This design comes from an exercise in tuning for small area on the open sky130 flow, not from production work.
Function was checked by simulation only, so behaviour that the tests miss may differ from the original.
No activity file was given, so power comes from the tool's default toggle rates.

==> design.v <==
package paid_pkg;
  localparam int unsigned MODE_W = 2;
  localparam int unsigned POS_W  = 6;
  localparam int unsigned VAL_W  = 32;
  localparam int unsigned ST_W   = 2;
  localparam int unsigned CNT_W  = 6;
  localparam int unsigned IDX_W  = 7;
  localparam logic [MODE_W-1:0] MODE_INSERT = 2'd0;
  localparam logic [MODE_W-1:0] MODE_DELETE = 2'd1;
  localparam logic [MODE_W-1:0] MODE_READ   = 2'd2;
  localparam logic [ST_W-1:0] ST_DONE   = 2'd0;
  localparam logic [ST_W-1:0] ST_FULL   = 2'd1;
  localparam logic [ST_W-1:0] ST_EMPTY  = 2'd2;
  localparam logic [ST_W-1:0] ST_BADPOS = 2'd3;
  typedef enum logic [1:0] {
    OP_HOLD,
    OP_INSERT,
    OP_DELETE,
    OP_ROTATE
  } paid_op_e;
  typedef struct packed {
    paid_op_e                op;
    logic [IDX_W-1:0]        pos;
    logic signed [VAL_W-1:0] value;
  } paid_cmd_t;
  typedef enum logic {
    S_IDLE,
    S_READ
  } paid_state_e;
endpackage
module paid_cell
#(
  parameter int IDX = 0
) (
  input  logic                    clk_i,
  input  paid_pkg::paid_cmd_t               cmd_i,
  input  logic signed [paid_pkg::VAL_W-1:0] left_i,
  input  logic signed [paid_pkg::VAL_W-1:0] right_i,
  input  logic signed [paid_pkg::VAL_W-1:0] head_i,
  output logic signed [paid_pkg::VAL_W-1:0] entry_o
);
  localparam logic [paid_pkg::IDX_W-1:0] MyIdx = paid_pkg::IDX_W'(IDX);
  logic signed [paid_pkg::VAL_W-1:0] entry_q, entry_d;
  always_comb begin
    entry_d = entry_q;
    case (cmd_i.op)
      paid_pkg::OP_INSERT: begin
        if (MyIdx > cmd_i.pos) begin
          entry_d = left_i;
        end else if (MyIdx == cmd_i.pos) begin
          entry_d = cmd_i.value;
        end
      end
      paid_pkg::OP_DELETE: begin
        if (MyIdx >= cmd_i.pos) begin
          entry_d = right_i;
        end
      end
      paid_pkg::OP_ROTATE: begin
        if (MyIdx < cmd_i.pos) begin
          entry_d = right_i;
        end else if (MyIdx == cmd_i.pos) begin
          entry_d = head_i;
        end
      end
      default: entry_d = entry_q;
    endcase
  end
  always_ff @(posedge clk_i) begin
    entry_q <= entry_d;
  end
  assign entry_o = entry_q;
endmodule
module positional_array_insert_delete
#(
  parameter int CAPACITY = 32
) (
  input  logic                    clk_i,
  input  logic                    rst_ni,
  input  logic                    in_valid_i,
  output logic                    in_stall_o,
  input  logic [paid_pkg::MODE_W-1:0]       mode_i,
  input  logic [paid_pkg::POS_W-1:0]        position_i,
  input  logic signed [paid_pkg::VAL_W-1:0] value_i,
  output logic                    out_valid_o,
  input  logic                    out_stall_i,
  output logic [paid_pkg::ST_W-1:0]         status_o,
  output logic signed [paid_pkg::VAL_W-1:0] entry_value_o,
  output logic [paid_pkg::CNT_W-1:0]        entry_count_o,
  output logic                    last_o
);
  localparam int CW   = $clog2(CAPACITY + 1);
  localparam int IW   = $clog2(CAPACITY);
  localparam int CMPW = (CW > paid_pkg::POS_W) ? CW : paid_pkg::POS_W;
  localparam logic [CW-1:0] Cap = CW'(CAPACITY);
  paid_pkg::paid_state_e state_q, state_d;
  logic [CW-1:0] count_q, count_d;
  logic [IW-1:0] rd_idx_q, rd_idx_d;
  logic                    out_valid_q, out_valid_d;
  logic [paid_pkg::ST_W-1:0]         status_q, status_d;
  logic signed [paid_pkg::VAL_W-1:0] value_q, value_d;
  logic [CW-1:0]           ocount_q, ocount_d;
  logic                    last_q, last_d;
  logic                    load;
  paid_pkg::paid_cmd_t cmd;
  logic signed [paid_pkg::VAL_W-1:0] entry_w [CAPACITY];
  logic out_free, in_acc, rd_last;
  logic [CMPW-1:0] pos_ext, cnt_ext;
  assign out_free   = !out_valid_q || !out_stall_i;
  assign in_stall_o = (state_q != paid_pkg::S_IDLE) || !out_free;
  assign in_acc     = in_valid_i && !in_stall_o;
  assign pos_ext    = CMPW'(position_i);
  assign cnt_ext    = CMPW'(count_q);
  assign rd_last    = (CW'(rd_idx_q) == count_q - CW'(1));
  always_comb begin
    state_d   = state_q;
    count_d   = count_q;
    rd_idx_d  = rd_idx_q;
    cmd.op    = paid_pkg::OP_HOLD;
    cmd.pos   = paid_pkg::IDX_W'(position_i);
    cmd.value = value_i;
    load      = 1'b0;
    status_d  = paid_pkg::ST_DONE;
    value_d   = '0;
    last_d    = 1'b1;
    case (state_q)
      paid_pkg::S_IDLE: begin
        if (in_acc) begin
          case (mode_i)
            paid_pkg::MODE_INSERT: begin
              load = 1'b1;
              if (count_q == Cap) begin
                status_d = paid_pkg::ST_FULL;
              end else if (pos_ext > cnt_ext) begin
                status_d = paid_pkg::ST_BADPOS;
              end else begin
                cmd.op  = paid_pkg::OP_INSERT;
                count_d = count_q + CW'(1);
              end
            end
            paid_pkg::MODE_DELETE: begin
              load = 1'b1;
              if (count_q == '0) begin
                status_d = paid_pkg::ST_EMPTY;
              end else if (pos_ext >= cnt_ext) begin
                status_d = paid_pkg::ST_BADPOS;
              end else begin
                cmd.op  = paid_pkg::OP_DELETE;
                count_d = count_q - CW'(1);
              end
            end
            paid_pkg::MODE_READ: begin
              if (count_q == '0) begin
                load     = 1'b1;
                status_d = paid_pkg::ST_EMPTY;
              end else begin
                state_d  = paid_pkg::S_READ;
                rd_idx_d = '0;
              end
            end
            default: ;
          endcase
        end
      end
      paid_pkg::S_READ: begin
        if (out_free) begin
          load     = 1'b1;
          value_d  = entry_w[0];
          last_d   = rd_last;
          cmd.op   = paid_pkg::OP_ROTATE;
          cmd.pos  = paid_pkg::IDX_W'(count_q - CW'(1));
          rd_idx_d = rd_idx_q + IW'(1);
          if (rd_last) begin
            state_d = paid_pkg::S_IDLE;
          end
        end
      end
      default: state_d = paid_pkg::S_IDLE;
    endcase
    ocount_d = count_d;
  end
  always_comb begin
    if (load) begin
      out_valid_d = 1'b1;
    end else if (!out_stall_i) begin
      out_valid_d = 1'b0;
    end else begin
      out_valid_d = out_valid_q;
    end
  end
  always_ff @(posedge clk_i or negedge rst_ni) begin
    if (!rst_ni) begin
      state_q     <= paid_pkg::S_IDLE;
      count_q     <= '0;
      rd_idx_q    <= '0;
      out_valid_q <= 1'b0;
    end else begin
      state_q     <= state_d;
      count_q     <= count_d;
      rd_idx_q    <= rd_idx_d;
      out_valid_q <= out_valid_d;
    end
  end
  always_ff @(posedge clk_i) begin
    if (load) begin
      status_q <= status_d;
      value_q  <= value_d;
      ocount_q <= ocount_d;
      last_q   <= last_d;
    end
  end
  for (genvar i = 0; i < CAPACITY; i++) begin : g_cell
    logic signed [paid_pkg::VAL_W-1:0] left_w, right_w;
    if (i == 0) begin : g_first
      assign left_w = entry_w[i];
    end else begin : g_mid_l
      assign left_w = entry_w[i-1];
    end
    if (i == CAPACITY - 1) begin : g_last
      assign right_w = entry_w[i];
    end else begin : g_mid_r
      assign right_w = entry_w[i+1];
    end
    paid_cell #(
      .IDX(i)
    ) u_cell (
      .clk_i  (clk_i),
      .cmd_i  (cmd),
      .left_i (left_w),
      .right_i(right_w),
      .head_i (entry_w[0]),
      .entry_o(entry_w[i])
    );
  end
  assign out_valid_o   = out_valid_q;
  assign status_o      = status_q;
  assign entry_value_o = value_q;
  assign entry_count_o = paid_pkg::CNT_W'(ocount_q);
  assign last_o        = last_q;
endmodule
==> run.sh <==
#!/bin/bash
# synth_recipe.tcl (not shown) runs the flow's synth.tcl, then flattens the netlist and writes it again
# the make line also repeats each setting of config.mk as NAME=value (left out here)
make -C /OpenROAD-flow-scripts/flow DESIGN_CONFIG=/design/flow/config.mk WORK_HOME=/design/flow/orfs CLKGATE_MAP_FILE= SYNTH_SCRIPT=/design/flow/synth_recipe.tcl finish
==> config.mk <==
export PLATFORM = sky130hd
export DESIGN_NAME = positional_array_insert_delete
export DESIGN_NICKNAME = positional_array_insert_delete
export VERILOG_FILES = /design/flow/design.v
export SDC_FILE = /design/flow/constraint.sdc
export NUM_CORES = 4
export LEC_CHECK = 0
export CAP_MARGIN = 20
export CORE_MARGIN = 2
export CORE_UTILIZATION = 40
export SLEW_MARGIN = 20
==> constraint.sdc <==
create_clock -name core_clock -period 5.0 [get_ports {clk_i}]
set_input_delay 1.0000 -clock core_clock [delete_from_list [all_inputs] [get_ports {clk_i}]]
set_output_delay 1.0000 -clock core_clock [all_outputs]
set_load 0.01 [all_outputs]
==> impl_results.md <==
* Post-cts sizing count at 0
* CP endpoint kind: register
* Final setup TNS at 0 ps
* Leakage power at 0.0246 uW
* Worst path bufs/invs at 2
* Crit path max fanout at 44
* Row count at 146
* WHS at 507 ps
* Cell accounting for the most synthesized area: edfxtp_1
* First-pass GRT wire length at 366000 um
* Pre-CTS setup slack at 138 ps
* RSZ-0062 raised after global routing: no
* R2R Path End: g_cell[28].u_cell.entry_q[28]$_DFFE_PP_
* Per-cell routed wire length at 31.3 um
* Compound-cell area share of the yosys netlist at 0.237
* # port buffers at 86
* # nets final at 5905
* Clock sinks at 1078
* Post-route ant nets at 0
* DR iter-0 viols at 9138
* Mux contribution to synthesized area at 0.0927
* Root buffer cell: clkbuf_16
* Maximum clock path buffer count at 3
* CTS tree: yes
* Worst slew pin tran at 1210 ps
* Setup slack, reg-to-reg at 900 ps
* Max incr delay on CP at 670 ps
* FF+latch count, synth at 1078
* Area of the die at 0.162 mm^2
* Area occupied by multi-input gates at 0.0277 mm^2
* Cell area after synthesis at 0.0635 mm^2
* Slew Viols, Final at 0
* EDFF count, synth at 1065
* Clock Latency Late Sink at 790 ps
* Layout fillers at 14398
* Critical path class: in -> reg
* Maximum vdd drop at 538 uV
* Final Setup Violations at 0
* Synthesized area per cell at 10.6 um^2
* CTS HTree Levels at 3
* Levels on crit path at 8
* Xor/xnor share of the synthesized area at 0.00235
* Syn nets at 6047
* Placed wire-length estimate at 168000 um
* Ys flop type: edfxtp_1
* Via count at 54833
* CP Launch Type: input port
* Clock Skews at 53.4 ps
* Post-synth top area share at 0.504
* Clock transition at path regs at 60 ps
* Post-CTS Setup Inserts at 0
* Via count of the first global-routing pass at 51903
* Mapped Cells at 5993
* Worst slew margin at 0.190
* CP cell instances: clkdlybuf4s50_1 > a21boi_4 > buf_4 > o21ai_0 > or3_1 > a21oi_4 > o21ba_2 > o211ai_1
* WL final at 251000 um
* Crit path required time at 5490 ps
* Netlist cell types at 103
* HP Class: reg -> reg
* Pwr Total at 60200 uW
* TritonRoute pass-1 iters at 8
* Sequential Area at 0.0323 mm^2
* Final WS setup at 838 ps
* Adder-cell area share of the yosys netlist at 0.00213
* Post-layout minimum cycle time at 4160 ps
* Outcome: no timing/DRC/antenna violations
* P&R area growth vs syn at 13.9%
* Design Area, Final at 0.0723 mm^2
* Crit path launch: out_stall_i
* Number of antenna violations at the first check in global routing at 2
* Critical path's slowest cell: o21ba_2
* Post-synthesis simple-gate area fraction at 0.0901
* Top post-synthesis cells by area: edfxtp_1 50%, mux2i_1 8.1%, o211ai_1 5.8%
* DRC errors left at 0
* Starting Density at 0.402
* Max_cap viols at 0
* Post-DR vias/cell at 6.84
* Origin of the critical flop-to-flop path: count_q[2]$_DFF_PN0_
* Commonest cells after routing, fill and taps aside: 1065 x edfxtp_1, 526 x o21ai_0, 511 x mux2i_1
* Fraction of layout cells with a size suffix above 1 at 0.126
* Crit path to: g_cell[8].u_cell.entry_q[15]$_DFFE_PP_
* Max Fclk at 0.240 GHz
* Yosys warnings at 34
* Combinational family with the most area after synthesis: compound AO/OA/AOI/OAI gates
* Reg2Reg Depth at 7
* Tot GR Track Use at 0.299
* Area after DPL at 0.0685 mm^2
* Total grt overflow at 0
* Cell family with most CP delay: compound AO/OA/AOI/OAI gates
* Total CTS buffers at 120
* Register area share after synthesis at 0.509
* Fin. Hold Viols at 0
* Core region area at 0.158 mm^2
* Final period utilization at 0.832
* Commonest non-fill, non-tap cell in the layout: edfxtp_1
* I/O pin cnt at 87
* PwrDens at 833 mW/mm^2
* Die X-Extent at 402 um
* CTS Hold Bufs at 0
* Placer Congestion at 0.934
* Arrival time at the worst endpoint at 4650 ps
* Pin count of the biggest net entering global routing at 130
* Die height at 402 um
* Async SR Flop Fraction at 0.0121
[worst reg2reg max path, delay by kind of cell (launching register included)]
kind                   cells  cell delay, ps
AO/OA/AOI/OAI              3             980
buffers and inverters      1             370
flip-flops                 1             650
multiplexers               1             360
AND/OR/NAND/NOR            2            1500
[registers in the layout, summed over array words and instances, names as in the netlist]
signal                 cells
value_q                   32
out_valid_q                1
state_q                    1
status_q                   2
ocount_q                   6
count_q                    6
g_cell.u_cell.entry_q   1024
last_q                     1
rd_idx_q                   5
[how the worst min path moves through the flow]
| stage | slack [ps] | cells after the start | to | startpoint |
|---|---|---|---|---|
| CTS | 530 | 2 | g_cell[30].u_cell.entry_q[6]$_DFFE_PP_ | g_cell[31].u_cell.entry_q[6]$_DFFE_PP_ |
| detailed placement | 520 | 2 | g_cell[30].u_cell.entry_q[30]$_DFFE_PP_ | g_cell[31].u_cell.entry_q[30]$_DFFE_PP_ |
| floorplan | 500 | 1 | rd_idx_q[0]$_DFFE_PN0P_ | rd_idx_q[0]$_DFFE_PN0P_ |
| global placement | 510 | 2 | g_cell[30].u_cell.entry_q[1]$_DFFE_PP_ | g_cell[31].u_cell.entry_q[1]$_DFFE_PP_ |
| finish | 510 | 2 | g_cell[30].u_cell.entry_q[6]$_DFFE_PP_ | g_cell[31].u_cell.entry_q[6]$_DFFE_PP_ |
| global route | 540 | 2 | g_cell[30].u_cell.entry_q[6]$_DFFE_PP_ | g_cell[31].u_cell.entry_q[6]$_DFFE_PP_ |
[logic make-up (layout without fill, tap and decap cells)]
group	Yosys count	count (layout)
compound gates	2101	2101
fa+ha+maj	11	11
xor+xnor	14	14
flops	1078	1078
mux	579	579
simple gates	1229	1229
other cells	0	2
buf+inv	981	934
[where the power goes]
group          leakage, uW  internal (uW)  switching (uW)  total [uW]
Sequential          0.0106          18000            3590       21600
Clock              0.00184           4890            3960        8840
Combinational       0.0121          10300           19500       29800
[cells in the mapped netlist (145+ instances only)]
master / instances
o21ai_0: 533
a221o_1: 226
nor2_1: 192
o211ai_1: 491
clkbuf_1: 458
nand3_1: 314
edfxtp_1: 1065
inv_1: 233
buf_2: 198
o221ai_1: 190
a21oi_1: 200
nand2_1: 430
nor3_1: 145
mux2i_1: 511
[metal layers]
| metal | routed length (um) | part of all wire | global-route usage | vias up |
|---|---|---|---|---|
| met5 | 0 | 0 | 0 | - |
| met4 | 7080 | 0.028 | 0.0892 | 0 |
| met3 | 36300 | 0.14 | 0.0784 | 478 |
| met2 | 103000 | 0.41 | 0.416 | 4293 |
| met1 | 105000 | 0.42 | 0.451 | 26844 |
| li1 | - | - | - | 23218 |
[area by class of cell]
type / instances / share of cell area
sequential: 1078 / 0.447
timing repair buffer: 484 / 0.0692
antenna: 2 / 0.0000692
inverter: 233 / 0.0121
clock buffer: 148 / 0.0433
clock inverter: 69 / 0.00890
tap: 2072 / 0.0359
multi-input combinational: 3934 / 0.384
[per-stage QoR]
| stage | utilization | instances |
|---|---|---|
| 2_1_floorplan | - | 5993 |
| 3_3_place_gp | 0.433 | 7799 |
| 3_5_place_dp | 0.433 | 7799 |
| 4_1_cts | 0.457 | 8016 |
| 5_1_grt | 0.457 | 8019 |
| 6_report | 0.457 | 8020 |

## afterwards: timing with drivers on the ports
No port has a modelled driver above. Below, the same layout with a new extraction and two added sets of constraints. Step 1, drivers: a clkbuf_16 drives clk_i and a buf_2 each remaining input, both assumed. Step 2 also shifts input and output timing later by t, the mid clock arrival at the registers, as if the neighbouring blocks saw the same clock. Slacks: no drivers / after step 1 / after step 2; pairs: no drivers / after step 1.
t (ns): 0.844
setup slack, ns: 0.838 / 0.886 / 0.042
clock arrival spread, ns: 0.056 / 0.056
After both steps setup and hold are still met in this run. The setup slack of this run moves by +0.048 ns with the drivers and by -0.796 ns with both steps.
